This design comes from an exercise in tuning for small area on the open sky130 flow, not from production work. At most, simulation tests tie the RTL to the original design; equivalence was not proved. Power figures rest on the tool's default switching activity, not on a simulated workload.

==> inputs of try-tundra <==
==> flow/design.v <==
package mem_responder_pkg;
  typedef enum logic [1:0] {
    ST_CLEAR = 2'd0,
    ST_LOAD  = 2'd1,
    ST_RUN   = 2'd2
  } state_e;
  localparam logic [7:0] DEF_INIT_VAL = 8'h00;
  localparam logic [7:0] DEF_NOP_VAL  = 8'h00;
endpackage
module mem_bit_next (
  input  logic q,
  input  logic we,
  input  logic we_n,
  input  logic wd,
  output logic d
);
  assign d = ~((q | we) & (wd | we_n));
endmodule
module mem_sel_dec (
  input  logic hi,
  input  logic lo,
  output logic sel_n
);
  assign sel_n = ~(hi & lo);
endmodule
module mem_rd_pair (
  input  logic q0,
  input  logic sel0_n,
  input  logic q1,
  input  logic sel1_n,
  output logic y
);
  assign y = ~((q0 | sel0_n) & (q1 | sel1_n));
endmodule
module mem_inv (
  input  logic a,
  output logic y
);
  assign y = ~a;
endmodule
module mem_or16 (
  input  logic [15:0] a,
  output logic        y
);
  assign y = |a;
endmodule
module mem_or8 (
  input  logic [7:0] a,
  output logic       y
);
  assign y = |a;
endmodule
module mem_predec #(
  parameter int W = 4
) (
  input  logic           en,
  input  logic [W-1:0]   a,
  output logic [2**W-1:0] y
);
  always_comb begin
    for (int i = 0; i < 2**W; i++) begin
      y[i] = en && (a == W'(i));
    end
  end
endmodule
module mem_rd_port #(
  parameter int ADDR_W = 8,
  parameter int DATA_W = 8,
  parameter int DEPTH  = 256
) (
  input  logic                     en_i,
  input  logic [ADDR_W-1:0]        addr_i,
  input  logic [DEPTH*DATA_W-1:0]  q_i,       
  output logic [DATA_W-1:0]        hit_o
);
  localparam int LW = ADDR_W / 2;
  localparam int HW = ADDR_W - LW;
  localparam int NP = DEPTH / 2;    
  localparam int N1 = NP / 16;      
  logic [2**HW-1:0] hi;
  logic [2**LW-1:0] lo;
  logic [DEPTH-1:0] sel_n;
  mem_predec #(.W(HW)) u_hi (.en(en_i), .a(addr_i[ADDR_W-1:LW]), .y(hi));
  mem_predec #(.W(LW)) u_lo (.en(1'b1), .a(addr_i[LW-1:0]),      .y(lo));
  for (genvar w = 0; w < DEPTH; w++) begin : g_sel
    mem_sel_dec u_dec (.hi(hi[w >> LW]), .lo(lo[w % (2**LW)]), .sel_n(sel_n[w]));
  end
  for (genvar b = 0; b < DATA_W; b++) begin : g_bit
    logic [NP-1:0] l0;
    logic [N1-1:0] l1;
    for (genvar p = 0; p < NP; p++) begin : g_leaf
      mem_rd_pair u_leaf (
        .q0     (q_i[(2*p)*DATA_W+b]),
        .sel0_n (sel_n[2*p]),
        .q1     (q_i[(2*p+1)*DATA_W+b]),
        .sel1_n (sel_n[2*p+1]),
        .y      (l0[p])
      );
    end
    for (genvar i = 0; i < N1; i++) begin : g_l1
      mem_or16 u_g (.a(l0[16*i+15:16*i]), .y(l1[i]));
    end
    mem_or8 u_out (.a(l1), .y(hit_o[b]));
  end
endmodule
module mem_array_2r1w #(
  parameter int ADDR_W = 8,
  parameter int DATA_W = 8,
  parameter int DEPTH  = 256
) (
  input  logic              clk,
  input  logic              rst,
  input  logic              we_i,
  input  logic [ADDR_W-1:0] waddr_i,
  input  logic [DATA_W-1:0] wdata_i,
  input  logic              ren_i,
  input  logic [ADDR_W-1:0] raddr_a_i,
  output logic [DATA_W-1:0] rdata_a_o,
  input  logic [ADDR_W-1:0] raddr_b_i,
  output logic [DATA_W-1:0] rdata_b_o
);
  localparam int LW = ADDR_W / 2;
  localparam int HW = ADDR_W - LW;
  logic                    phase_q;
  logic [DEPTH*DATA_W-1:0] mem_q, mem_d;
  logic [2**HW-1:0]        whi;
  logic [2**LW-1:0]        wlo;
  logic [DEPTH-1:0]        we, we_n;
  logic [DATA_W-1:0]       wd;
  logic [DATA_W-1:0]       hit_a, hit_b;
  logic                    rflip;
  always_ff @(posedge clk) begin
    if (!rst) phase_q <= 1'b0;
    else      phase_q <= ~phase_q;
  end
  assign wd = wdata_i ^ {DATA_W{phase_q}};
  mem_predec #(.W(HW)) u_whi (.en(we_i), .a(waddr_i[ADDR_W-1:LW]), .y(whi));
  mem_predec #(.W(LW)) u_wlo (.en(1'b1), .a(waddr_i[LW-1:0]),      .y(wlo));
  for (genvar w = 0; w < DEPTH; w++) begin : g_word
    mem_sel_dec u_dec (.hi(whi[w >> LW]), .lo(wlo[w % (2**LW)]), .sel_n(we_n[w]));
    mem_inv     u_inv (.a(we_n[w]), .y(we[w]));
    for (genvar b = 0; b < DATA_W; b++) begin : g_bit
      mem_bit_next u_next (
        .q    (mem_q[w*DATA_W+b]),
        .we   (we[w]),
        .we_n (we_n[w]),
        .wd   (wd[b]),
        .d    (mem_d[w*DATA_W+b])
      );
    end
  end
  always_ff @(posedge clk) begin
    mem_q <= mem_d;
  end
  mem_rd_port #(.ADDR_W(ADDR_W), .DATA_W(DATA_W), .DEPTH(DEPTH)) u_rd_a (
    .en_i (ren_i), .addr_i (raddr_a_i), .q_i (mem_q), .hit_o (hit_a)
  );
  mem_rd_port #(.ADDR_W(ADDR_W), .DATA_W(DATA_W), .DEPTH(DEPTH)) u_rd_b (
    .en_i (ren_i), .addr_i (raddr_b_i), .q_i (mem_q), .hit_o (hit_b)
  );
  assign rflip     = phase_q | ~ren_i;
  assign rdata_a_o = ~(hit_a ^ {DATA_W{rflip}});
  assign rdata_b_o = ~(hit_b ^ {DATA_W{rflip}});
endmodule
module mem_responder #(
  parameter int                ADDR_W   = 8,
  parameter int                DATA_W   = 8,
  parameter int                DEPTH    = 256,
  parameter logic [DATA_W-1:0] INIT_VAL = DATA_W'(mem_responder_pkg::DEF_INIT_VAL),
  parameter logic [DATA_W-1:0] NOP_VAL  = DATA_W'(mem_responder_pkg::DEF_NOP_VAL)
) (
  input  logic              clk,
  input  logic              rst,
  input  logic [ADDR_W-1:0] addr_a,
  output logic [DATA_W-1:0] instr_out,
  input  logic [ADDR_W-1:0] addr_b,
  input  logic              we_b,
  input  logic [DATA_W-1:0] write_data_b,
  output logic [DATA_W-1:0] data_out_b,
  input  logic              load_en,
  input  logic              load_valid,
  input  logic [DATA_W-1:0] load_data,
  input  logic              load_last,
  output logic              load_ready,
  output logic              mem_ready,
  output logic [ADDR_W:0]   load_count
);
  localparam logic [ADDR_W-1:0] LAST_ADDR = ADDR_W'(DEPTH - 1);
  mem_responder_pkg::state_e            state_q, state_d;
  logic [ADDR_W-1:0] ptr_q, ptr_d;
  logic              full_q, full_d;
  logic              wr_en;
  logic [ADDR_W-1:0] wr_addr;
  logic [DATA_W-1:0] wr_data;
  logic [DATA_W-1:0] rd_a, rd_b;
  always_comb begin
    state_d = state_q;
    ptr_d   = ptr_q;
    full_d  = full_q;
    wr_en   = 1'b0;
    wr_addr = ptr_q;
    wr_data = INIT_VAL;
    case (state_q)
      mem_responder_pkg::ST_CLEAR: begin
        wr_en = 1'b1;
        ptr_d = ptr_q + 1'b1;
        if (ptr_q == LAST_ADDR) begin
          state_d = load_en ? mem_responder_pkg::ST_LOAD : mem_responder_pkg::ST_RUN;
        end
      end
      mem_responder_pkg::ST_LOAD: begin
        if (load_valid) begin
          wr_en   = 1'b1;
          wr_data = load_data;
          ptr_d   = ptr_q + 1'b1;
          if (ptr_q == LAST_ADDR) begin
            full_d = 1'b1;
          end
          if (load_last || ptr_q == LAST_ADDR) begin
            state_d = mem_responder_pkg::ST_RUN;
          end
        end
      end
      mem_responder_pkg::ST_RUN: begin
        wr_en   = we_b;
        wr_addr = addr_b;
        wr_data = write_data_b;
      end
      default: begin
        state_d = mem_responder_pkg::ST_CLEAR;
        ptr_d   = '0;
      end
    endcase
  end
  always_ff @(posedge clk) begin
    if (!rst) begin
      state_q <= mem_responder_pkg::ST_CLEAR;
      ptr_q   <= '0;
      full_q  <= 1'b0;
    end else begin
      state_q <= state_d;
      ptr_q   <= ptr_d;
      full_q  <= full_d;
    end
  end
  assign mem_ready  = (state_q == mem_responder_pkg::ST_RUN);
  assign load_ready = (state_q == mem_responder_pkg::ST_LOAD);
  assign load_count = {full_q, (state_q == mem_responder_pkg::ST_CLEAR) ? {ADDR_W{1'b0}} : ptr_q};
  mem_array_2r1w #(
    .ADDR_W (ADDR_W),
    .DATA_W (DATA_W),
    .DEPTH  (DEPTH)
  ) u_mem (
    .clk       (clk),
    .rst       (rst),
    .we_i      (wr_en),
    .waddr_i   (wr_addr),
    .wdata_i   (wr_data),
    .ren_i     (mem_ready),
    .raddr_a_i (addr_a),
    .rdata_a_o (rd_a),
    .raddr_b_i (addr_b),
    .rdata_b_o (rd_b)
  );
  assign instr_out  = rd_a | (mem_ready ? {DATA_W{1'b0}} : NOP_VAL);
  assign data_out_b = rd_b;
endmodule
==> flow/flow/run.sh <==
#!/bin/bash
# Own layout flow: the standard flow (standard.sh: the standard synthesis,
# floorplan, placement, CTS, routing) with two knobs changed:
#  - clock tree synthesis without dummy load cells, with small clock buffers
#    and larger sink clusters;
#  - the port buffers use the smallest buffer cell.
# Each tool's full output stays in orfs/logs; make's own output goes to
# standard.log in this folder.
set -euo pipefail
export CTS_ARGS="-sink_clustering_enable -repair_clock_nets -dont_use_dummy_load -buf_list sky130_fd_sc_hd__clkbuf_16 -root_buf sky130_fd_sc_hd__clkbuf_16 -sink_clustering_buffer sky130_fd_sc_hd__clkbuf_8 -sink_clustering_size 20 -sink_clustering_max_diameter 50"
export BUFFER_PORTS_ARGS="-buffer_cell sky130_fd_sc_hd__buf_1"
bash standard.sh > standard.log 2>&1
==> flow/standard.sh <==
#!/bin/bash
# synth_recipe.tcl (not shown) runs the flow's synth.tcl, then flattens the netlist and writes it again
# the make line also repeats each setting of config.mk as NAME=value (left out here)
make -C /OpenROAD-flow-scripts/flow DESIGN_CONFIG=/design/flow/config.mk WORK_HOME=/design/flow/orfs CLKGATE_MAP_FILE= SYNTH_SCRIPT=/design/flow/synth_recipe.tcl "${@:-finish}"
==> flow/config.mk <==
export PLATFORM = sky130hd
export DESIGN_NAME = mem_responder
export DESIGN_NICKNAME = mem_responder
export VERILOG_FILES = /design/flow/design.v
export SDC_FILE = /design/flow/constraint.sdc
export NUM_CORES = 4
export LEC_CHECK = 0
export CAP_MARGIN = 10
export CORE_MARGIN = 2
export CORE_UTILIZATION = 50
export SLEW_MARGIN = 10
export SYNTH_HIERARCHICAL = 1
export SYNTH_MINIMUM_KEEP_SIZE = 0
==> flow/constraint.sdc <==
create_clock -name core_clock -period 11.0 [get_ports {clk}]
set_input_delay 2.2000 -clock core_clock [delete_from_list [all_inputs] [get_ports {clk}]]
set_output_delay 2.2000 -clock core_clock [all_outputs]
set_load 0.01 [all_outputs]
==> try-nickel: changes against try-tundra <==
--- a/flow/design.v
+++ b/flow/design.v
@@ -33,9 +33,9 @@
   assign y = ~((q0 | sel0_n) & (q1 | sel1_n));
 endmodule
-module mem_inv (
-  input  logic a,
-  output logic y
-);
-  assign y = ~a;
+module mem_nor2 (
+  input  logic [1:0] a,
+  output logic       y
+);
+  assign y = ~|a;
 endmodule
 module mem_or16 (
@@ -64,26 +64,32 @@
   end
 endmodule
-module mem_rd_port #(
+module mem_dec #(
   parameter int ADDR_W = 8,
-  parameter int DATA_W = 8,
   parameter int DEPTH  = 256
 ) (
-  input  logic                     en_i,
-  input  logic [ADDR_W-1:0]        addr_i,
-  input  logic [DEPTH*DATA_W-1:0]  q_i,       
-  output logic [DATA_W-1:0]        hit_o
+  input  logic              en_i,
+  input  logic [ADDR_W-1:0] addr_i,
+  output logic [DEPTH-1:0]  sel_n_o
 );
   localparam int LW = ADDR_W / 2;
   localparam int HW = ADDR_W - LW;
-  localparam int NP = DEPTH / 2;    
-  localparam int N1 = NP / 16;      
   logic [2**HW-1:0] hi;
   logic [2**LW-1:0] lo;
-  logic [DEPTH-1:0] sel_n;
   mem_predec #(.W(HW)) u_hi (.en(en_i), .a(addr_i[ADDR_W-1:LW]), .y(hi));
   mem_predec #(.W(LW)) u_lo (.en(1'b1), .a(addr_i[LW-1:0]),      .y(lo));
   for (genvar w = 0; w < DEPTH; w++) begin : g_sel
-    mem_sel_dec u_dec (.hi(hi[w >> LW]), .lo(lo[w % (2**LW)]), .sel_n(sel_n[w]));
-  end
+    mem_sel_dec u_dec (.hi(hi[w >> LW]), .lo(lo[w % (2**LW)]), .sel_n(sel_n_o[w]));
+  end
+endmodule
+module mem_rd_tree #(
+  parameter int DATA_W = 8,
+  parameter int DEPTH  = 256
+) (
+  input  logic [DEPTH-1:0]         sel_n_i,
+  input  logic [DEPTH*DATA_W-1:0]  q_i,       
+  output logic [DATA_W-1:0]        hit_o
+);
+  localparam int NP = DEPTH / 2;    
+  localparam int N1 = NP / 16;      
   for (genvar b = 0; b < DATA_W; b++) begin : g_bit
     logic [NP-1:0] l0;
@@ -92,7 +98,7 @@
       mem_rd_pair u_leaf (
         .q0     (q_i[(2*p)*DATA_W+b]),
-        .sel0_n (sel_n[2*p]),
+        .sel0_n (sel_n_i[2*p]),
         .q1     (q_i[(2*p+1)*DATA_W+b]),
-        .sel1_n (sel_n[2*p+1]),
+        .sel1_n (sel_n_i[2*p+1]),
         .y      (l0[p])
       );
@@ -117,14 +123,11 @@
   input  logic [ADDR_W-1:0] raddr_a_i,
   output logic [DATA_W-1:0] rdata_a_o,
-  input  logic [ADDR_W-1:0] raddr_b_i,
-  output logic [DATA_W-1:0] rdata_b_o
-);
-  localparam int LW = ADDR_W / 2;
-  localparam int HW = ADDR_W - LW;
+  output logic [DATA_W-1:0] rdata_b_o    
+);
   logic                    phase_q;
   logic [DEPTH*DATA_W-1:0] mem_q, mem_d;
-  logic [2**HW-1:0]        whi;
-  logic [2**LW-1:0]        wlo;
-  logic [DEPTH-1:0]        we, we_n;
+  logic [DEPTH-1:0]        wsel_n, rsel_a_n;
+  logic [DEPTH-1:0]        we;
+  logic                    we_i_n;
   logic [DATA_W-1:0]       wd;
   logic [DATA_W-1:0]       hit_a, hit_b;
@@ -134,15 +137,16 @@
     else      phase_q <= ~phase_q;
   end
-  assign wd = wdata_i ^ {DATA_W{phase_q}};
-  mem_predec #(.W(HW)) u_whi (.en(we_i), .a(waddr_i[ADDR_W-1:LW]), .y(whi));
-  mem_predec #(.W(LW)) u_wlo (.en(1'b1), .a(waddr_i[LW-1:0]),      .y(wlo));
+  assign wd     = we_i ? (wdata_i ^ {DATA_W{phase_q}}) : {DATA_W{1'b1}};
+  assign we_i_n = ~we_i;
+  mem_dec #(.ADDR_W(ADDR_W), .DEPTH(DEPTH)) u_wdec (
+    .en_i (1'b1), .addr_i (waddr_i), .sel_n_o (wsel_n)
+  );
   for (genvar w = 0; w < DEPTH; w++) begin : g_word
-    mem_sel_dec u_dec (.hi(whi[w >> LW]), .lo(wlo[w % (2**LW)]), .sel_n(we_n[w]));
-    mem_inv     u_inv (.a(we_n[w]), .y(we[w]));
+    mem_nor2 u_we (.a({wsel_n[w], we_i_n}), .y(we[w]));
     for (genvar b = 0; b < DATA_W; b++) begin : g_bit
       mem_bit_next u_next (
         .q    (mem_q[w*DATA_W+b]),
         .we   (we[w]),
-        .we_n (we_n[w]),
+        .we_n (wsel_n[w]),
         .wd   (wd[b]),
         .d    (mem_d[w*DATA_W+b])
@@ -153,13 +157,16 @@
     mem_q <= mem_d;
   end
-  mem_rd_port #(.ADDR_W(ADDR_W), .DATA_W(DATA_W), .DEPTH(DEPTH)) u_rd_a (
-    .en_i (ren_i), .addr_i (raddr_a_i), .q_i (mem_q), .hit_o (hit_a)
-  );
-  mem_rd_port #(.ADDR_W(ADDR_W), .DATA_W(DATA_W), .DEPTH(DEPTH)) u_rd_b (
-    .en_i (ren_i), .addr_i (raddr_b_i), .q_i (mem_q), .hit_o (hit_b)
+  mem_dec #(.ADDR_W(ADDR_W), .DEPTH(DEPTH)) u_rdec_a (
+    .en_i (ren_i), .addr_i (raddr_a_i), .sel_n_o (rsel_a_n)
+  );
+  mem_rd_tree #(.DATA_W(DATA_W), .DEPTH(DEPTH)) u_rd_a (
+    .sel_n_i (rsel_a_n), .q_i (mem_q), .hit_o (hit_a)
+  );
+  mem_rd_tree #(.DATA_W(DATA_W), .DEPTH(DEPTH)) u_rd_b (
+    .sel_n_i (wsel_n), .q_i (mem_q), .hit_o (hit_b)
   );
   assign rflip     = phase_q | ~ren_i;
   assign rdata_a_o = ~(hit_a ^ {DATA_W{rflip}});
-  assign rdata_b_o = ~(hit_b ^ {DATA_W{rflip}});
+  assign rdata_b_o = ~(hit_b ^ {DATA_W{phase_q}}) & {DATA_W{ren_i}};
 endmodule
 module mem_responder #(
@@ -260,5 +267,4 @@
     .raddr_a_i (addr_a),
     .rdata_a_o (rd_a),
-    .raddr_b_i (addr_b),
     .rdata_b_o (rd_b)
   );
--- a/flow/flow/run.sh
+++ b/flow/flow/run.sh
@@ -8,5 +8,5 @@
 # standard.log in this folder.
 set -euo pipefail
-export CTS_ARGS="-sink_clustering_enable -repair_clock_nets -dont_use_dummy_load -buf_list sky130_fd_sc_hd__clkbuf_16 -root_buf sky130_fd_sc_hd__clkbuf_16 -sink_clustering_buffer sky130_fd_sc_hd__clkbuf_8 -sink_clustering_size 20 -sink_clustering_max_diameter 50"
+export CTS_ARGS="-sink_clustering_enable -repair_clock_nets -dont_use_dummy_load -buf_list sky130_fd_sc_hd__clkbuf_16 -root_buf sky130_fd_sc_hd__clkbuf_16 -sink_clustering_buffer sky130_fd_sc_hd__clkbuf_8 -sink_clustering_size 16 -sink_clustering_max_diameter 45"
 export BUFFER_PORTS_ARGS="-buffer_cell sky130_fd_sc_hd__buf_1"
 bash standard.sh > standard.log 2>&1
CAP_MARGIN = 30   (was 10)
CORE_UTILIZATION = 45   (was 50)
SLEW_MARGIN = 30   (was 10)
==> try-ember: changes against try-tundra <==
--- a/flow/design.v
+++ b/flow/design.v
@@ -39,15 +39,15 @@
   assign y = ~a;
 endmodule
-module mem_or16 (
-  input  logic [15:0] a,
-  output logic        y
-);
-  assign y = |a;
-endmodule
-module mem_or8 (
-  input  logic [7:0] a,
+module mem_nor2 (
+  input  logic [1:0] a,
   output logic       y
 );
-  assign y = |a;
+  assign y = ~|a;
+endmodule
+module mem_nand4 (
+  input  logic [3:0] a,
+  output logic       y
+);
+  assign y = ~&a;
 endmodule
 module mem_predec #(
@@ -72,10 +72,13 @@
   input  logic [ADDR_W-1:0]        addr_i,
   input  logic [DEPTH*DATA_W-1:0]  q_i,       
-  output logic [DATA_W-1:0]        hit_o
+  output logic [DATA_W-1:0]        t_o
 );
   localparam int LW = ADDR_W / 2;
   localparam int HW = ADDR_W - LW;
   localparam int NP = DEPTH / 2;    
-  localparam int N1 = NP / 16;      
+  localparam int N1 = NP / 2;       
+  localparam int N2 = N1 / 4;       
+  localparam int N3 = N2 / 2;       
+  localparam int N4 = N3 / 4;       
   logic [2**HW-1:0] hi;
   logic [2**LW-1:0] lo;
@@ -89,4 +92,7 @@
     logic [NP-1:0] l0;
     logic [N1-1:0] l1;
+    logic [N2-1:0] l2;
+    logic [N3-1:0] l3;
+    logic [N4-1:0] l4;
     for (genvar p = 0; p < NP; p++) begin : g_leaf
       mem_rd_pair u_leaf (
@@ -99,7 +105,16 @@
     end
     for (genvar i = 0; i < N1; i++) begin : g_l1
-      mem_or16 u_g (.a(l0[16*i+15:16*i]), .y(l1[i]));
-    end
-    mem_or8 u_out (.a(l1), .y(hit_o[b]));
+      mem_nor2 u_g (.a(l0[2*i+1:2*i]), .y(l1[i]));
+    end
+    for (genvar i = 0; i < N2; i++) begin : g_l2
+      mem_nand4 u_g (.a(l1[4*i+3:4*i]), .y(l2[i]));
+    end
+    for (genvar i = 0; i < N3; i++) begin : g_l3
+      mem_nor2 u_g (.a(l2[2*i+1:2*i]), .y(l3[i]));
+    end
+    for (genvar i = 0; i < N4; i++) begin : g_l4
+      mem_nand4 u_g (.a(l3[4*i+3:4*i]), .y(l4[i]));
+    end
+    mem_nor2 u_out (.a(l4), .y(t_o[b]));
   end
 endmodule
@@ -128,5 +143,5 @@
   logic [DEPTH-1:0]        we, we_n;
   logic [DATA_W-1:0]       wd;
-  logic [DATA_W-1:0]       hit_a, hit_b;
+  logic [DATA_W-1:0]       t_a, t_b;
   logic                    rflip;
   always_ff @(posedge clk) begin
@@ -154,12 +169,12 @@
   end
   mem_rd_port #(.ADDR_W(ADDR_W), .DATA_W(DATA_W), .DEPTH(DEPTH)) u_rd_a (
-    .en_i (ren_i), .addr_i (raddr_a_i), .q_i (mem_q), .hit_o (hit_a)
+    .en_i (ren_i), .addr_i (raddr_a_i), .q_i (mem_q), .t_o (t_a)
   );
   mem_rd_port #(.ADDR_W(ADDR_W), .DATA_W(DATA_W), .DEPTH(DEPTH)) u_rd_b (
-    .en_i (ren_i), .addr_i (raddr_b_i), .q_i (mem_q), .hit_o (hit_b)
+    .en_i (ren_i), .addr_i (raddr_b_i), .q_i (mem_q), .t_o (t_b)
   );
   assign rflip     = phase_q | ~ren_i;
-  assign rdata_a_o = ~(hit_a ^ {DATA_W{rflip}});
-  assign rdata_b_o = ~(hit_b ^ {DATA_W{rflip}});
+  assign rdata_a_o = t_a ^ {DATA_W{rflip}};
+  assign rdata_b_o = t_b ^ {DATA_W{rflip}};
 endmodule
 module mem_responder #(
==> flow/run.sh (new file) <==
#!/bin/bash
# synth_recipe.tcl (not shown) runs the flow's synth.tcl, then flattens the netlist and writes it again
# the make line also repeats each setting of config.mk as NAME=value (left out here)
make -C /OpenROAD-flow-scripts/flow DESIGN_CONFIG=/design/flow/config.mk WORK_HOME=/design/flow/orfs CLKGATE_MAP_FILE= SYNTH_SCRIPT=/design/flow/synth_recipe.tcl finish
CAP_MARGIN = 20   (was 10)
CORE_UTILIZATION = 45   (was 50)
CTS_BUF_LIST = sky130_fd_sc_hd__clkbuf_4   (was unset)
SLEW_MARGIN = 20   (was 10)
removed: flow/flow/run.sh
removed: flow/standard.sh
==> impl_metrics.py <==
metrics = {
    "yosys": {
        "post_synth.cell_area_avg_um2": 8.82,
        "synthTopCellsByArea": "dfxtp_1 52%, o22ai_1 33%, nor2_1 6.0%, nand2_1 3.7%, nand4_1 2.3%",
    },
    "power": {
        "p_switching_mw": 3.71,
        "switching_share_pct": 25.1,
    },
    "placement": {
        "gp_congestion": 1.08,
    },
    "route": {
        "wl_met1_mm": 156,
    },
    "global_route": {
        "grt_max_degree": 129,
    },
    "critical_path": {
        "critPathBufInv": 3,
    },
    "finish": {
        "layout_common_cells": "4096 x o22ai_1, 2059 x dfxtp_1, 1204 x nor2_1",
    },
    "status": {
        "status": "timing/DRC/antenna clean",
    },
}
Source of the figures above: try-ember

==> impl_metrics.py <==
metrics = {
    "status": {
        "status": "timing/DRC/antenna clean",
    },
    "route": {
        "wl_met1_mm": 135,
    },
    "critical_path": {
        "critPathTopFamily": "simple AND/OR/NAND/NOR gates",
        "critPathBufInv": 4,
    },
    "yosys": {
        "post_synth.cell_area_avg_um2": 9.62,
        "synthTopCellsByArea": "dfxtp_1 55%, o22ai_1 34%, nor4_1 4.5%, nand2_1 2.7%, nor2_1 1.6%",
    },
    "placement": {
        "gp_congestion": 1.03,
    },
    "sta": {
        "slew_headroom_pct": 18.9,
    },
    "power": {
        "switching_share_pct": 24.0,
    },
    "finish": {
        "multi_input_area_um2": 34700,
        "layout_common_cells": "4096 x o22ai_1, 2060 x dfxtp_1, 538 x nand2_1",
    },
    "global_route": {
        "grt_max_degree": 143,
    },
}
Source of the figures above: try-nickel

==> impl_metrics.py <==
metrics = {
    "status": {
        "status": "timing/DRC/antenna clean",
    },
    "power": {
        "p_switching_mw": 2.90,
        "p_leak_nw": 33.7,
    },
    "finish": {
        "largest_register": "u_mem.mem_q",
        "layout_common_cells": "4096 x o22ai_1, 2059 x dfxtp_1, 796 x nand2_1",
    },
    "yosys": {
        "synthSimpleGateAreaFrac_pct": 10.7,
        "post_synth.cell_area_avg_um2": 9.42,
    },
    "global_route": {
        "grt_max_degree": 142,
    },
    "critical_path": {
        "critPathBufInv": 3,
        "cp-start-kind": "primary input",
    },
    "placement": {
        "dp_hpwl_mm": 258,
    },
    "route": {
        "wl_met1_mm": 143,
    },
}
Source of the figures above: try-tundra

No functional check of the RTL was part of try-tundra.

-- separate check: timing with driven ports --
The flow's constraints put no driver on any port. The routed layouts listed below were extracted and timed again, unchanged, in two steps. Step 1: set_driving_cell puts a clkbuf_16 on clk and a buf_2 on each other input, an assumption about the parent block. Step 2 moves the port delays by t, midway between the first and last clock arrival at a register: inputs arrive t later, outputs are due t later. That takes back most of the time a late clock gives input paths. Three values: ideal ports, drivers, drivers and shift; two values: the first two.
run | t (ns) | setup slack, ns | pins driven straight from the clock port
try-tundra | 0.861 | 1.387 / 1.363 / 1.363 | 1
try-nickel | 0.887 | 1.082 / 1.006 / 1.058 | 1
try-ember | 1.512 | 1.250 / 1.225 / 1.225 | 1
After both steps every run listed still meets setup and hold. For try-ember, which loses most, drivers alone change the setup slack by -0.025 ns; drivers and shift together by -0.025 ns.
